What follows belongs to an exercise in optimizing a design on an open flow for a short achievable clock period and few clock cycles; a production flow would make more cautious choices. Function was checked by simulation only, so behaviour that the tests miss may differ from the original. Power figures rest on the tool's default switching activity, not on a simulated workload.

==> inputs of exp/indigo <==
// sliding_window_arq_endpoint
module sliding_window_arq_endpoint #(
  parameter int unsigned WindowSlots = swarq_pkg::WindowSlotsDef
) (
  input  wire                   clk_i,
  input  wire                   rst_ni,
  input  wire                   in_valid_i,
  output logic                  in_ready_o,
  input  wire  [65:0]           in_req_i,
  output logic                  out_valid_o,
  input  wire                   out_ready_i,
  output logic [79:0]           out_rsp_o
);
  localparam int unsigned IdxW = $clog2(WindowSlots);
  localparam int unsigned F_DATA  = 0;    
  localparam int unsigned F_ACK   = 1;    
  localparam int unsigned F_LZ    = 2;    
  localparam int unsigned F_RXWIN = 3;    
  localparam int unsigned F_HIT   = 4;    
  localparam int unsigned F_TXWIN = 5;    
  localparam int unsigned F_LE0   = 6;    
  localparam int unsigned F_LE1   = 7;    
  localparam int unsigned F_POP1  = 8;    
  localparam int unsigned F_CLOSE = 9;    
  localparam int unsigned F_WR    = 10;   
  localparam int unsigned F_OFF   = 11;   
  localparam int unsigned FlagsW  = 16;
  logic        in_rdy_q;
  logic        h_valid_q, t_valid_q;
  logic [65:0] h_q, t_q;
  logic [FlagsW-1:0] f_q;
  logic        push, pop, h_free;
  logic [31:0] expected_q, expm1_q;
  logic [27:0] exp_hp1_q;
  logic [15:0] head_q;
  ...
Settings: LEC_CHECK=0, CAP_MARGIN=20, CORE_MARGIN=2, CORE_UTILIZATION=50, SETUP_SLACK_MARGIN=5, SLEW_MARGIN=20, TNS_END_PERCENT=100; clock period 8.0 ns.
standard.sh (not shown) runs the stock make flow with config.mk's settings and CLKGATE_MAP_FILE= SYNTH_SCRIPT=/design/flow/synth_recipe.tcl, a recipe that flattens the netlist after the stock synthesis.
==> flow/flow/run.sh <==
#!/bin/bash
# Standard layout with a larger setup repair target; all tool output goes to flow.log.
set -euo pipefail
bash standard.sh SETUP_SLACK_MARGIN=7.5 finish > flow.log 2>&1
==> exp/garnet: changes against exp/indigo <==
--- a/flow/design.v
+++ b/flow/design.v
@@ -386,18 +386,12 @@
     if (!sk_valid_q) begin
       sk_q <= rsp;
     end
     if (out_take) begin
       cp_q <= out_new;
     end
-  end
-  always_ff @(posedge clk_i or negedge rst_ni) begin
-    if (!rst_ni) begin
-      out_q <= '0;
-    end else begin
-      out_q <= out_take ? out_new : cp_q;
-    end
+    out_q <= out_take ? out_new : cp_q;
   end
   assign out_valid_o = out_valid_q;
   assign out_rsp_o   = out_q;
 endmodule
 `default_nettype wire
==> flow/run.sh (new file) <==
#!/bin/bash
# synth_recipe.tcl (not shown) runs the flow's synth.tcl, then flattens the netlist and writes it again
# the make line also repeats each setting of config.mk as NAME=value (left out here)
make -C /OpenROAD-flow-scripts/flow DESIGN_CONFIG=/design/flow/config.mk WORK_HOME=/design/flow/orfs CLKGATE_MAP_FILE= SYNTH_SCRIPT=/design/flow/synth_recipe.tcl finish
Settings changed: CORE_UTILIZATION 50 to 40.
removed: flow/flow/run.sh
removed: flow/standard.sh
==> summary.txt <==
- Against exp/garnet, the clock power of exp/indigo is larger by about 5%.
- In exp/indigo the die area is lower than in exp/garnet, by 17%.
- Against exp/garnet, the routed wire length of exp/indigo is larger by 45%.
- exp/garnet finished with timing, DRC and antenna clean. exp/indigo went through all stages and came out clean.
- Of exp/indigo and exp/garnet, exp/indigo has the higher final area (gap 35%, measured against exp/garnet).
- Against exp/indigo, the fmax of exp/garnet is lower by about 7%.
- In exp/garnet the sequential power is lower than in exp/indigo, by 5.0%.
- In exp/garnet the worst hold slack is better than in exp/indigo, by 24 ps.
==> figures <==
item	exp/indigo	exp/garnet
Count of clock-net buffers in the final layout	187	167
Mapped Nets	4178	3934
Mux cell area share after synthesis	2.982%	2.303%
Worst-case hold slack	429.1 ps	452.6 ps
Share of cell area taken by multi-input logic gates	29.40%	29.96%
Via count	41460	32080
Antenna diode count	6	1
Clock group	5.61 mW	5.34 mW
#MultiIn Comb	2473	2307
Overall power	13.77 mW	12.68 mW
Sequential Area	0.03188 mm^2	0.03061 mm^2
Capture point of the worst path	out_rsp_o[61]	out_rsp_o[14]
Fraction of layout cells with a size suffix above 1	44.14%	13.93%
Number of buffers inserted by post-CTS setup repair	513	17
Status	timing/DRC/antenna clean	timing/DRC/antenna clean
Testbench counts of exp/indigo, summed over its fixed seeds: cycles 5,855.
Testbench counts of exp/garnet, summed over its fixed seeds: cycles 5,855.

* * *

==> inputs of willow <==
==> flow/design.v <==
`default_nettype none
package swarq_pkg;
  localparam int unsigned WindowSlotsDef = 16;
  localparam int unsigned SeqW    = 32;
  localparam int unsigned HandleW = 16;
  localparam int unsigned LenW    = 16;
  localparam int unsigned CountW  = 5;
  localparam logic [1:0] REQ_DATA = 2'd0;
  localparam logic [1:0] REQ_ACK  = 2'd1;
  localparam logic [1:0] REQ_SENT = 2'd2;
  localparam logic [1:0] KIND_DELIVER = 2'd0;
  localparam logic [1:0] KIND_ACK     = 2'd1;
  localparam logic [1:0] KIND_STATUS  = 2'd2;
  typedef struct packed {
    logic [1:0]         req_type;
    logic [SeqW-1:0]    seq;
    logic [HandleW-1:0] payload_handle;
    logic [LenW-1:0]    payload_len;
  } in_req_t;
  typedef struct packed {
    logic [1:0]         result_kind;
    logic [HandleW-1:0] deliver_handle;
    logic [LenW-1:0]    deliver_len;
    logic [SeqW-1:0]    ack_seq;
    logic               accepted;
    logic [CountW-1:0]  freed_count;
    logic [CountW-1:0]  outstanding_count;
    logic               window_full;
    logic               closing;
    logic               last;
  } out_rsp_t;
  typedef struct packed {
    logic [HandleW-1:0] handle;
    logic [LenW-1:0]    len;
  } slot_data_t;
  typedef enum logic [2:0] {
    ST_IDLE,
    ST_DIFF,
    ST_EVAL,
    ST_DRAIN,
    ST_ACK,
    ST_CLOSE_ACK,
    ST_STATUS
  } state_e;
endpackage
`default_nettype wire
`default_nettype none
module swarq_slot_store #(
  parameter int unsigned WindowSlots = swarq_pkg::WindowSlotsDef,
  parameter int unsigned IdxW        = $clog2(WindowSlots)
) (
  input  wire                      clk_i,
  input  wire                      rst_ni,
  input  wire                      wr_en_i,
  input  wire  [IdxW-1:0]          wr_idx_i,
  input  wire  [31:0]              wr_data_i,
  input  wire                      clr_en_i,
  input  wire  [WindowSlots-1:0]   clr_oh_i,
  input  wire  [WindowSlots-1:0]   rd_oh_i,
  output logic                     rd_valid_o,
  output logic [31:0]              rd_data_o
);
  logic [WindowSlots-1:0]         valid_q;
  logic [WindowSlots-1:0][31:0]   data_q;
  logic [WindowSlots-1:0]         wr_oh_q;
  logic [31:0]                    wr_data_q;
  logic [31:0]                    mem_rd;
  logic                           fwd;
  always_ff @(posedge clk_i or negedge rst_ni) begin
    if (!rst_ni) begin
      valid_q <= '0;
      wr_oh_q <= '0;
    end else begin
      for (int i = 0; i < WindowSlots; i++) begin
        wr_oh_q[i] <= wr_en_i && (wr_idx_i == IdxW'(i));
        if (wr_en_i && wr_idx_i == IdxW'(i)) begin
          valid_q[i] <= 1'b1;
        end else if (clr_en_i && clr_oh_i[i]) begin
          valid_q[i] <= 1'b0;
        end
      end
    end
  end
  always_ff @(posedge clk_i) begin
    wr_data_q <= wr_data_i;
    for (int i = 0; i < WindowSlots; i++) begin
      if (wr_oh_q[i]) begin
        data_q[i] <= wr_data_q;
      end
    end
  end
  always_comb begin
    rd_valid_o = 1'b0;
    mem_rd     = '0;
    fwd        = 1'b0;
    for (int i = 0; i < WindowSlots; i++) begin
      rd_valid_o = rd_valid_o | (valid_q[i] & rd_oh_i[i]);
      mem_rd     = mem_rd | (data_q[i] & {32{rd_oh_i[i]}});
      fwd        = fwd | (wr_oh_q[i] & rd_oh_i[i]);
    end
    rd_data_o = fwd ? wr_data_q : mem_rd;
  end
endmodule
`default_nettype wire
`default_nettype none
module sliding_window_arq_endpoint #(
  parameter int unsigned WindowSlots = swarq_pkg::WindowSlotsDef
) (
  input  wire                   clk_i,
  input  wire                   rst_ni,
  input  wire                   in_valid_i,
  output logic                  in_ready_o,
  input  wire  [65:0]           in_req_i,
  output logic                  out_valid_o,
  input  wire                   out_ready_i,
  output logic [79:0]           out_rsp_o
);
  localparam int unsigned IdxW = $clog2(WindowSlots);
  typedef enum logic [1:0] {
    S_E,
    S_DRAIN,
    S_CLOSE
  } st_e;
  localparam int unsigned F_DATA  = 0;
  localparam int unsigned F_ACK   = 1;
  localparam int unsigned F_LZ    = 2;
  localparam int unsigned F_RXWIN = 3;
  localparam int unsigned F_RXHIT = 4;
  localparam int unsigned F_TXWIN = 5;
  localparam int unsigned F_LE0   = 6;
  localparam int unsigned F_LE1   = 7;
  localparam int unsigned F_OFF   = 8;    
  localparam int unsigned FlagsW  = 13;
  logic        in_full_q;
  logic        h_valid_q, t_valid_q;
  logic [65:0] h_q, t_q;
  logic [FlagsW-1:0] f_q;
  logic        push, pop, h_free;
  logic [31:0] expected_q, expm1_q;
  logic [27:0] exp_hp1_q;
  logic [15:0] head_q;
  logic [31:0] tx_base_q, tx_top_q;
  logic [27:0] tx_hp1_q, top_hp1_q;
  logic        tx_chg_q, sent_chg_q;
  logic [4:0]  outst_q;
  logic        closed_q;
  st_e         st_q;
  logic        acc_q;
  logic        hv_q;
  logic [31:0] nd_q;
  logic        out_valid_q, sk_valid_q;
  logic [79:0] out_q, sk_q;
  logic        emit;
  logic [79:0] rsp;
  logic        out_take;
  function automatic logic [FlagsW-1:0] calc_flags(input logic [65:0] r,
                                        input logic [31:0] exp_v,
                                        input logic [27:0] exp_hp1_v,
                                        input logic [31:0] txb_v,
                                        input logic [27:0] tx_hp1_v,
                                        input logic [4:0]  outst_v);
    logic [FlagsW-1:0] f;
    logic [31:0] s;
    logic       rx_hi_eq, rx_hi_eq1, rx_lo_ge;
    logic       tx_hi_eq, tx_hi_eq1, tx_lo_ge;
    logic [3:0] off;
    s          = r[63:32];
    f[F_DATA]  = (r[65:64] == swarq_pkg::REQ_DATA);
    f[F_ACK]   = (r[65:64] == swarq_pkg::REQ_ACK);
    f[F_LZ] = (r[15:0] == 16'd0);
    rx_hi_eq   = (s[31:4] == exp_v[31:4]);
    rx_hi_eq1  = (s[31:4] == exp_hp1_v);
    rx_lo_ge   = (s[3:0] >= exp_v[3:0]);
    f[F_RXWIN]   = (rx_hi_eq & rx_lo_ge) | (rx_hi_eq1 & ~rx_lo_ge);
    f[F_RXHIT]   = rx_hi_eq & (s[3:0] == exp_v[3:0]);
    tx_hi_eq   = (s[31:4] == txb_v[31:4]);
    tx_hi_eq1  = (s[31:4] == tx_hp1_v);
    tx_lo_ge   = (s[3:0] >= txb_v[3:0]);
    f[F_TXWIN]   = (tx_hi_eq & tx_lo_ge) | (tx_hi_eq1 & ~tx_lo_ge);
    off        = s[3:0] - txb_v[3:0];
    f[F_OFF+:5] = {1'b0, off} + 5'd1;
    f[F_LE0]   = ({1'b0, off} < outst_v);
    f[F_LE1]   = ({1'b0, off} <= outst_v);
    calc_flags = f;
  endfunction
  logic [FlagsW-1:0] f_in, f_t, f_h;
  assign f_in = calc_flags(in_req_i, expected_q, exp_hp1_q, tx_base_q, tx_hp1_q, outst_q);
  assign f_t  = calc_flags(t_q,      expected_q, exp_hp1_q, tx_base_q, tx_hp1_q, outst_q);
  assign f_h  = calc_flags(h_q,      expected_q, exp_hp1_q, tx_base_q, tx_hp1_q, outst_q);
  logic [31:0] h_seq;
  logic [15:0] h_handle, h_len;
  assign h_seq    = h_q[63:32];
  assign h_handle = h_q[31:16];
  assign h_len    = h_q[15:0];
  logic        tx_le;
  logic [4:0]  freed, ack_outst;
  assign tx_le     = sent_chg_q ? f_q[F_LE1] : f_q[F_LE0];
  assign freed     = !f_q[F_TXWIN] ? 5'd0 : (tx_le ? f_q[F_OFF+:5] : outst_q);
  assign ack_outst = !f_q[F_TXWIN] ? outst_q : (tx_le ? (outst_q - f_q[F_OFF+:5]) : 5'd0);
  logic        slot_wr_en, slot_clr_en, slot_nv;
  logic [31:0] slot_nd;
  logic [15:0] head_nx;
  assign head_nx = {head_q[14:0], head_q[15]};
  swarq_slot_store #(
    .WindowSlots (WindowSlots),
    .IdxW        (IdxW)
  ) u_slots (
    .clk_i      (clk_i),
    .rst_ni     (rst_ni),
    .wr_en_i    (slot_wr_en),
    .wr_idx_i   (h_seq[IdxW-1:0]),
    .wr_data_i  ({h_handle, h_len}),
    .clr_en_i   (slot_clr_en),
    .clr_oh_i   (head_q),
    .rd_oh_i    (head_nx),
    .rd_valid_o (slot_nv),
    .rd_data_o  (slot_nd)
  );
  logic go;
  logic deliver;
  logic tx_upd;
  logic sent_inc;
  logic set_closed;
  st_e  st_d;
  logic acc_d;
  assign go = !sk_valid_q;
  always_comb begin
    rsp         = '0;
    emit        = 1'b0;
    pop         = 1'b0;
    deliver     = 1'b0;
    tx_upd      = 1'b0;
    sent_inc    = 1'b0;
    set_closed  = 1'b0;
    slot_wr_en  = 1'b0;
    slot_clr_en = 1'b0;
    st_d        = st_q;
    acc_d       = acc_q;
    rsp[7:3]    = outst_q;
    rsp[1]      = closed_q;
    case (st_q)
      S_E: begin
        if (h_valid_q && go) begin
          if (f_q[F_DATA]) begin
            emit       = 1'b1;
            set_closed = f_q[F_LZ];
            rsp[1]     = closed_q | f_q[F_LZ];
            rsp[13]    = f_q[F_RXWIN];
            acc_d      = f_q[F_RXWIN];
            if (f_q[F_RXHIT]) begin
              rsp[79:78] = swarq_pkg::KIND_DELIVER;
              rsp[77:62] = h_handle;
              rsp[61:46] = h_len;
              deliver    = 1'b1;
              st_d       = S_DRAIN;
            end else begin
              slot_wr_en = f_q[F_RXWIN];
              rsp[79:78] = swarq_pkg::KIND_ACK;
              rsp[45:14] = expm1_q;
              rsp[0]     = !f_q[F_LZ];
              if (f_q[F_LZ]) begin
                st_d = S_CLOSE;
              end else begin
                pop = 1'b1;
              end
            end
          end else if (f_q[F_ACK]) begin
            if (!tx_chg_q) begin
              emit       = 1'b1;
              pop        = 1'b1;
              tx_upd     = f_q[F_TXWIN];
              rsp[79:78] = swarq_pkg::KIND_STATUS;
              rsp[13]    = f_q[F_TXWIN];
              rsp[12:8]  = freed;
              rsp[7:3]   = ack_outst;
              rsp[0]     = 1'b1;
            end
          end else begin
            emit       = 1'b1;
            pop        = 1'b1;
            sent_inc   = !outst_q[4];
            rsp[79:78] = swarq_pkg::KIND_STATUS;
            rsp[7:3]   = outst_q[4] ? outst_q : outst_q + 5'd1;
            rsp[2]     = outst_q[4];
            rsp[0]     = 1'b1;
          end
        end
      end
      S_DRAIN: begin
        if (go) begin
          emit    = 1'b1;
          rsp[13] = 1'b1;
          if (hv_q) begin
            rsp[79:78]  = swarq_pkg::KIND_DELIVER;
            rsp[77:46]  = nd_q;
            deliver     = 1'b1;
            slot_clr_en = 1'b1;
          end else begin
            rsp[79:78] = swarq_pkg::KIND_ACK;
            rsp[45:14] = expm1_q;
            rsp[0]     = !f_q[F_LZ];
            if (f_q[F_LZ]) begin
              st_d = S_CLOSE;
            end else begin
              st_d = S_E;
              pop  = 1'b1;
            end
          end
        end
      end
      default: begin
        if (go) begin
          emit       = 1'b1;
          pop        = 1'b1;
          st_d       = S_E;
          rsp[79:78] = swarq_pkg::KIND_ACK;
          rsp[45:14] = expm1_q;
          rsp[13]    = acc_q;
          rsp[0]     = 1'b1;
        end
      end
    endcase
  end
  always_ff @(posedge clk_i or negedge rst_ni) begin
    if (!rst_ni) begin
      st_q       <= S_E;
      expected_q <= '0;
      expm1_q    <= '1;
      exp_hp1_q  <= 28'd1;
      head_q     <= 16'd1;
      hv_q       <= 1'b0;
      tx_base_q  <= '0;
      tx_hp1_q   <= 28'd1;
      tx_top_q   <= '0;
      top_hp1_q  <= 28'd1;
      tx_chg_q   <= 1'b0;
      sent_chg_q <= 1'b0;
      outst_q    <= '0;
      closed_q   <= 1'b0;
    end else begin
      st_q       <= st_d;
      tx_chg_q   <= tx_upd;
      sent_chg_q <= sent_inc;
      if (deliver) begin
        expected_q <= expected_q + 32'd1;
        expm1_q    <= expected_q;
        if (expected_q[3:0] == 4'hF) begin
          exp_hp1_q <= exp_hp1_q + 28'd1;
        end
        head_q     <= head_nx;
        hv_q       <= slot_nv;
      end
      if (tx_upd) begin
        if (tx_le) begin
          tx_base_q <= h_seq + 32'd1;
          tx_hp1_q  <= h_seq[31:4] + ((h_seq[3:0] == 4'hF) ? 28'd2 : 28'd1);
        end else begin
          tx_base_q <= tx_top_q;
          tx_hp1_q  <= top_hp1_q;
        end
        outst_q <= ack_outst;
      end
      if (sent_inc) begin
        tx_top_q <= tx_top_q + 32'd1;
        if (tx_top_q[3:0] == 4'hF) begin
          top_hp1_q <= top_hp1_q + 28'd1;
        end
        outst_q  <= outst_q + 5'd1;
      end
      if (set_closed) begin
        closed_q <= 1'b1;
      end
    end
  end
  always_ff @(posedge clk_i) begin
    acc_q <= acc_d;
    if (deliver) begin
      nd_q <= slot_nd;
    end
  end
  assign push   = in_valid_i && !in_full_q && (in_req_i[65:64] != 2'd3);
  assign h_free = !h_valid_q || pop;
  always_ff @(posedge clk_i or negedge rst_ni) begin
    if (!rst_ni) begin
      h_valid_q <= 1'b0;
      t_valid_q <= 1'b0;
      in_full_q <= 1'b0;
    end else begin
      if (h_free) begin
        h_valid_q <= t_valid_q || push;
        t_valid_q <= 1'b0;
        in_full_q <= 1'b0;
      end else begin
        if (!t_valid_q) begin
          t_valid_q <= push;
        end
        in_full_q <= t_valid_q || push;
      end
    end
  end
  always_ff @(posedge clk_i) begin
    if (!t_valid_q) begin
      t_q <= in_req_i;
    end
    if (h_free) begin
      h_q <= t_valid_q ? t_q : in_req_i;
      f_q <= t_valid_q ? f_t : f_in;
    end else begin
      f_q <= f_h;
    end
  end
  assign in_ready_o = !in_full_q;
  assign out_take = !out_valid_q || out_ready_i;
  always_ff @(posedge clk_i or negedge rst_ni) begin
    if (!rst_ni) begin
      out_valid_q <= 1'b0;
      sk_valid_q  <= 1'b0;
    end else begin
      if (out_take) begin
        out_valid_q <= sk_valid_q || emit;
        sk_valid_q  <= 1'b0;
      end else if (emit) begin
        sk_valid_q  <= 1'b1;
      end
    end
  end
  logic [79:0] out_new;
  assign out_new = sk_valid_q ? sk_q : rsp;
  always_ff @(posedge clk_i) begin
    if (!sk_valid_q) begin
      sk_q <= rsp;
    end
    out_q <= (out_new & {80{out_take}}) | (out_q & {80{!out_take}});
  end
  assign out_valid_o = out_valid_q;
  assign out_rsp_o   = out_q;
endmodule
`default_nettype wire
==> flow/run.sh <==
#!/bin/bash
# synth_recipe.tcl (not shown) runs the flow's synth.tcl, then flattens the netlist and writes it again
# the make line also repeats each setting of config.mk as NAME=value (left out here)
make -C /OpenROAD-flow-scripts/flow DESIGN_CONFIG=/design/flow/config.mk WORK_HOME=/design/flow/orfs CLKGATE_MAP_FILE= SYNTH_SCRIPT=/design/flow/synth_recipe.tcl finish
==> flow/config.mk <==
export PLATFORM = sky130hd
export DESIGN_NAME = sliding_window_arq_endpoint
export DESIGN_NICKNAME = sliding_window_arq_endpoint
export VERILOG_FILES = /design/flow/design.v
export SDC_FILE = /design/flow/constraint.sdc
export NUM_CORES = 4
export LEC_CHECK = 0
export CAP_MARGIN = 20
export CORE_MARGIN = 2
export CORE_UTILIZATION = 40
export SETUP_SLACK_MARGIN = 5
export SLEW_MARGIN = 20
export TNS_END_PERCENT = 100
==> flow/constraint.sdc <==
create_clock -name core_clock -period 8.0 [get_ports {clk_i}]
set_input_delay 1.6000 -clock core_clock [delete_from_list [all_inputs] [get_ports {clk_i}]]
set_output_delay 1.6000 -clock core_clock [all_outputs]
set_load 0.01 [all_outputs]
==> pepper: changes against willow <==
==> flow/flow/run.sh (new file) <==
#!/bin/bash
# Standard layout with a larger setup repair target; all tool output goes to flow.log.
set -euo pipefail
bash standard.sh SETUP_SLACK_MARGIN=6.5 finish > flow.log 2>&1
==> flow/standard.sh (new file) <==
#!/bin/bash
# synth_recipe.tcl (not shown) runs the flow's synth.tcl, then flattens the netlist and writes it again
# the make line also repeats each setting of config.mk as NAME=value (left out here)
make -C /OpenROAD-flow-scripts/flow DESIGN_CONFIG=/design/flow/config.mk WORK_HOME=/design/flow/orfs CLKGATE_MAP_FILE= SYNTH_SCRIPT=/design/flow/synth_recipe.tcl "${@:-finish}"
removed: flow/run.sh
==> sierra: changes against willow <==
--- a/flow/design.v
+++ b/flow/design.v
@@ -63,15 +63,9 @@
   logic [WindowSlots-1:0]         valid_q;
   logic [WindowSlots-1:0][31:0]   data_q;
-  logic [WindowSlots-1:0]         wr_oh_q;
-  logic [31:0]                    wr_data_q;
-  logic [31:0]                    mem_rd;
-  logic                           fwd;
   always_ff @(posedge clk_i or negedge rst_ni) begin
     if (!rst_ni) begin
       valid_q <= '0;
-      wr_oh_q <= '0;
     end else begin
       for (int i = 0; i < WindowSlots; i++) begin
-        wr_oh_q[i] <= wr_en_i && (wr_idx_i == IdxW'(i));
         if (wr_en_i && wr_idx_i == IdxW'(i)) begin
           valid_q[i] <= 1'b1;
@@ -83,8 +77,7 @@
   end
   always_ff @(posedge clk_i) begin
-    wr_data_q <= wr_data_i;
     for (int i = 0; i < WindowSlots; i++) begin
-      if (wr_oh_q[i]) begin
-        data_q[i] <= wr_data_q;
+      if (wr_en_i && wr_idx_i == IdxW'(i)) begin
+        data_q[i] <= wr_data_i;
       end
     end
@@ -92,12 +85,9 @@
   always_comb begin
     rd_valid_o = 1'b0;
-    mem_rd     = '0;
-    fwd        = 1'b0;
+    rd_data_o  = '0;
     for (int i = 0; i < WindowSlots; i++) begin
       rd_valid_o = rd_valid_o | (valid_q[i] & rd_oh_i[i]);
-      mem_rd     = mem_rd | (data_q[i] & {32{rd_oh_i[i]}});
-      fwd        = fwd | (wr_oh_q[i] & rd_oh_i[i]);
+      rd_data_o  = rd_data_o | (data_q[i] & {32{rd_oh_i[i]}});
     end
-    rd_data_o = fwd ? wr_data_q : mem_rd;
   end
 endmodule
@@ -132,5 +122,5 @@
   localparam int unsigned F_OFF   = 8;    
   localparam int unsigned FlagsW  = 13;
-  logic        in_full_q;
+  logic        in_rdy_q;
   logic        h_valid_q, t_valid_q;
   logic [65:0] h_q, t_q;
@@ -379,5 +369,5 @@
     end
   end
-  assign push   = in_valid_i && !in_full_q && (in_req_i[65:64] != 2'd3);
+  assign push   = in_valid_i && in_rdy_q && (in_req_i[65:64] != 2'd3);
   assign h_free = !h_valid_q || pop;
   always_ff @(posedge clk_i or negedge rst_ni) begin
@@ -385,15 +375,12 @@
       h_valid_q <= 1'b0;
       t_valid_q <= 1'b0;
-      in_full_q <= 1'b0;
     end else begin
       if (h_free) begin
         h_valid_q <= t_valid_q || push;
         t_valid_q <= 1'b0;
-        in_full_q <= 1'b0;
       end else begin
         if (!t_valid_q) begin
           t_valid_q <= push;
         end
-        in_full_q <= t_valid_q || push;
       end
     end
@@ -410,5 +397,8 @@
     end
   end
-  assign in_ready_o = !in_full_q;
+  always_ff @(posedge clk_i) begin
+    in_rdy_q <= h_free || !(t_valid_q || push);
+  end
+  assign in_ready_o = in_rdy_q;
   assign out_take = !out_valid_q || out_ready_i;
   always_ff @(posedge clk_i or negedge rst_ni) begin
@@ -425,5 +415,5 @@
     end
   end
-  logic [79:0] out_new;
+  logic [79:0] out_new, cp_q;
   assign out_new = sk_valid_q ? sk_q : rsp;
   always_ff @(posedge clk_i) begin
@@ -431,5 +421,8 @@
       sk_q <= rsp;
     end
-    out_q <= (out_new & {80{out_take}}) | (out_q & {80{!out_take}});
+    if (out_take) begin
+      cp_q <= out_new;
+    end
+    out_q <= out_take ? out_new : cp_q;
   end
   assign out_valid_o = out_valid_q;
==> flow/flow/run.sh (new file) <==
#!/bin/bash
# Standard layout with a larger setup repair target; all tool output goes to flow.log.
set -euo pipefail
bash standard.sh SETUP_SLACK_MARGIN=6.5 finish > flow.log 2>&1
==> flow/standard.sh (new file) <==
#!/bin/bash
# synth_recipe.tcl (not shown) runs the flow's synth.tcl, then flattens the netlist and writes it again
# the make line also repeats each setting of config.mk as NAME=value (left out here)
make -C /OpenROAD-flow-scripts/flow DESIGN_CONFIG=/design/flow/config.mk WORK_HOME=/design/flow/orfs CLKGATE_MAP_FILE= SYNTH_SCRIPT=/design/flow/synth_recipe.tcl "${@:-finish}"
Settings changed: CORE_UTILIZATION 40 to 65.
removed: flow/run.sh
==> fjord: changes against willow <==
--- a/flow/design.v
+++ b/flow/design.v
@@ -63,15 +63,9 @@
   logic [WindowSlots-1:0]         valid_q;
   logic [WindowSlots-1:0][31:0]   data_q;
-  logic [WindowSlots-1:0]         wr_oh_q;
-  logic [31:0]                    wr_data_q;
-  logic [31:0]                    mem_rd;
-  logic                           fwd;
   always_ff @(posedge clk_i or negedge rst_ni) begin
     if (!rst_ni) begin
       valid_q <= '0;
-      wr_oh_q <= '0;
     end else begin
       for (int i = 0; i < WindowSlots; i++) begin
-        wr_oh_q[i] <= wr_en_i && (wr_idx_i == IdxW'(i));
         if (wr_en_i && wr_idx_i == IdxW'(i)) begin
           valid_q[i] <= 1'b1;
@@ -83,8 +77,7 @@
   end
   always_ff @(posedge clk_i) begin
-    wr_data_q <= wr_data_i;
     for (int i = 0; i < WindowSlots; i++) begin
-      if (wr_oh_q[i]) begin
-        data_q[i] <= wr_data_q;
+      if (wr_en_i && wr_idx_i == IdxW'(i)) begin
+        data_q[i] <= wr_data_i;
       end
     end
@@ -92,12 +85,9 @@
   always_comb begin
     rd_valid_o = 1'b0;
-    mem_rd     = '0;
-    fwd        = 1'b0;
+    rd_data_o  = '0;
     for (int i = 0; i < WindowSlots; i++) begin
       rd_valid_o = rd_valid_o | (valid_q[i] & rd_oh_i[i]);
-      mem_rd     = mem_rd | (data_q[i] & {32{rd_oh_i[i]}});
-      fwd        = fwd | (wr_oh_q[i] & rd_oh_i[i]);
+      rd_data_o  = rd_data_o | (data_q[i] & {32{rd_oh_i[i]}});
     end
-    rd_data_o = fwd ? wr_data_q : mem_rd;
   end
 endmodule
@@ -132,5 +122,5 @@
   localparam int unsigned F_OFF   = 8;    
   localparam int unsigned FlagsW  = 13;
-  logic        in_full_q;
+  logic        in_rdy_q;
   logic        h_valid_q, t_valid_q;
   logic [65:0] h_q, t_q;
@@ -379,5 +369,5 @@
     end
   end
-  assign push   = in_valid_i && !in_full_q && (in_req_i[65:64] != 2'd3);
+  assign push   = in_valid_i && in_rdy_q && (in_req_i[65:64] != 2'd3);
   assign h_free = !h_valid_q || pop;
   always_ff @(posedge clk_i or negedge rst_ni) begin
@@ -385,15 +375,12 @@
       h_valid_q <= 1'b0;
       t_valid_q <= 1'b0;
-      in_full_q <= 1'b0;
     end else begin
       if (h_free) begin
         h_valid_q <= t_valid_q || push;
         t_valid_q <= 1'b0;
-        in_full_q <= 1'b0;
       end else begin
         if (!t_valid_q) begin
           t_valid_q <= push;
         end
-        in_full_q <= t_valid_q || push;
       end
     end
@@ -410,5 +397,8 @@
     end
   end
-  assign in_ready_o = !in_full_q;
+  always_ff @(posedge clk_i) begin
+    in_rdy_q <= h_free || !(t_valid_q || push);
+  end
+  assign in_ready_o = in_rdy_q;
   assign out_take = !out_valid_q || out_ready_i;
   always_ff @(posedge clk_i or negedge rst_ni) begin
@@ -425,5 +415,5 @@
     end
   end
-  logic [79:0] out_new;
+  logic [79:0] out_new, cp_q;
   assign out_new = sk_valid_q ? sk_q : rsp;
   always_ff @(posedge clk_i) begin
@@ -431,5 +421,8 @@
       sk_q <= rsp;
     end
-    out_q <= (out_new & {80{out_take}}) | (out_q & {80{!out_take}});
+    if (out_take) begin
+      cp_q <= out_new;
+    end
+    out_q <= out_take ? out_new : cp_q;
   end
   assign out_valid_o = out_valid_q;
==> summary.txt <==
Via count, highest first: pepper, willow, fjord. In pepper the register-to-register slack is better than in willow, by 0.14 ns. Combinational power: willow < fjord < pepper. The lowest non-clock buffer count belongs to fjord, the highest to pepper. Routed wire length: pepper > willow > fjord. Worst hold slack: fjord is higher than pepper (0.057 ns). fjord completed with no timing, DRC or antenna violations. sierra stopped in global routing (5_1_grt). willow completed with no timing, DRC or antenna violations. pepper finished clean.
==> figures <==
Xor-xnor portion of the synthesized cell area: sierra 9.546%; pepper 9.346%; fjord 9.546%; willow 9.346%
Flip-flop and latch count after synthesis: sierra 1,110; pepper 1,157; fjord 1,110; willow 1,157
Crit Reg-Reg Startpoint: sierra -; pepper sk_valid_q; fjord f_q[0]; willow sk_valid_q
Worst hold-check slack: sierra -; pepper 0.3927 ns; fjord 0.4498 ns; willow 0.3713 ns
Overall die width: sierra 272.6 um; pepper 350.6 um; fjord 346.4 um; willow 350.6 um
Status: sierra aborted with a tool error; pepper timing/DRC/antenna clean; fjord timing/DRC/antenna clean; willow timing/DRC/antenna clean
Failing step: sierra global routing (5_1_grt); pepper -; fjord -; willow -
Net switching power figure: sierra -; pepper 7.044 mW; fjord 6.193 mW; willow 6.090 mW
Most common cell after layout, fill and taps aside: sierra -; pepper edfxtp_1; fjord edfxtp_1; willow edfxtp_1
Type of element launching the critical path: sierra -; pepper flop; fjord flop; willow flop
Areal power density over the cells: sierra -; pepper 325.8 nW/um^2; fjord 338.6 nW/um^2; willow 332.2 nW/um^2
Filler Cells Inserted: sierra -; pepper 9,859; fjord 10.23k; willow 10.76k
Hold Startpoint: sierra -; pepper h_q[30]; fjord expm1_q[30]; willow h_q[21]
Nonclk inv count: sierra -; pepper 41; fjord 58; willow 40
Most area-hungry cell class in the final design: sierra -; pepper sequential cells; fjord sequential cells; willow sequential cells
Testbench counts of willow, summed over its fixed seeds: cycles 5,855.
Testbench counts of pepper, summed over its fixed seeds: cycles 5,855.
Testbench counts of sierra, summed over its fixed seeds: cycles 5,855.
Testbench counts of fjord, summed over its fixed seeds: cycles 5,855.

-- static timing again, ports no longer ideal --
How much do the figures lean on ideal ports? The routed layouts below were timed once more, with nothing changed but the port constraints. Step 1, drivers: a clkbuf_16 drives clk_i and a buf_2 each remaining input, both assumed. Step 2 times the ports against the registers' clock, not the clock port: input delays grow and output delays shrink by t, the midpoint of the rising clock arrivals with the driver on. Slacks: ideal / step 1 / step 2; pairs: ideal / step 1.
run	t (ns)	setup WS [ns]	hold slack, ns	slew at the worst register clock pin (ns)	cell pins on the clock port's net
exp/indigo	0.798	5.140 / 5.060 / 4.469	0.429 / 0.429 / 0.429	0.08 / 0.08	1
exp/garnet	0.792	4.933 / 4.853 / 4.217	0.453 / 0.453 / 0.453	0.07 / 0.07	1
willow	0.781	4.940 / 4.869 / 4.311	0.371 / 0.371 / 0.371	0.07 / 0.07	1
pepper	0.797	4.974 / 4.898 / 4.412	0.393 / 0.393 / 0.393	0.07 / 0.07	1
fjord	0.773	4.941 / 4.872 / 4.197	0.450 / 0.450 / 0.450	0.07 / 0.07	1
After both steps every run listed still meets setup and hold. For fjord, which loses most, drivers alone change the setup slack by -0.069 ns; drivers and shift together by -0.744 ns.
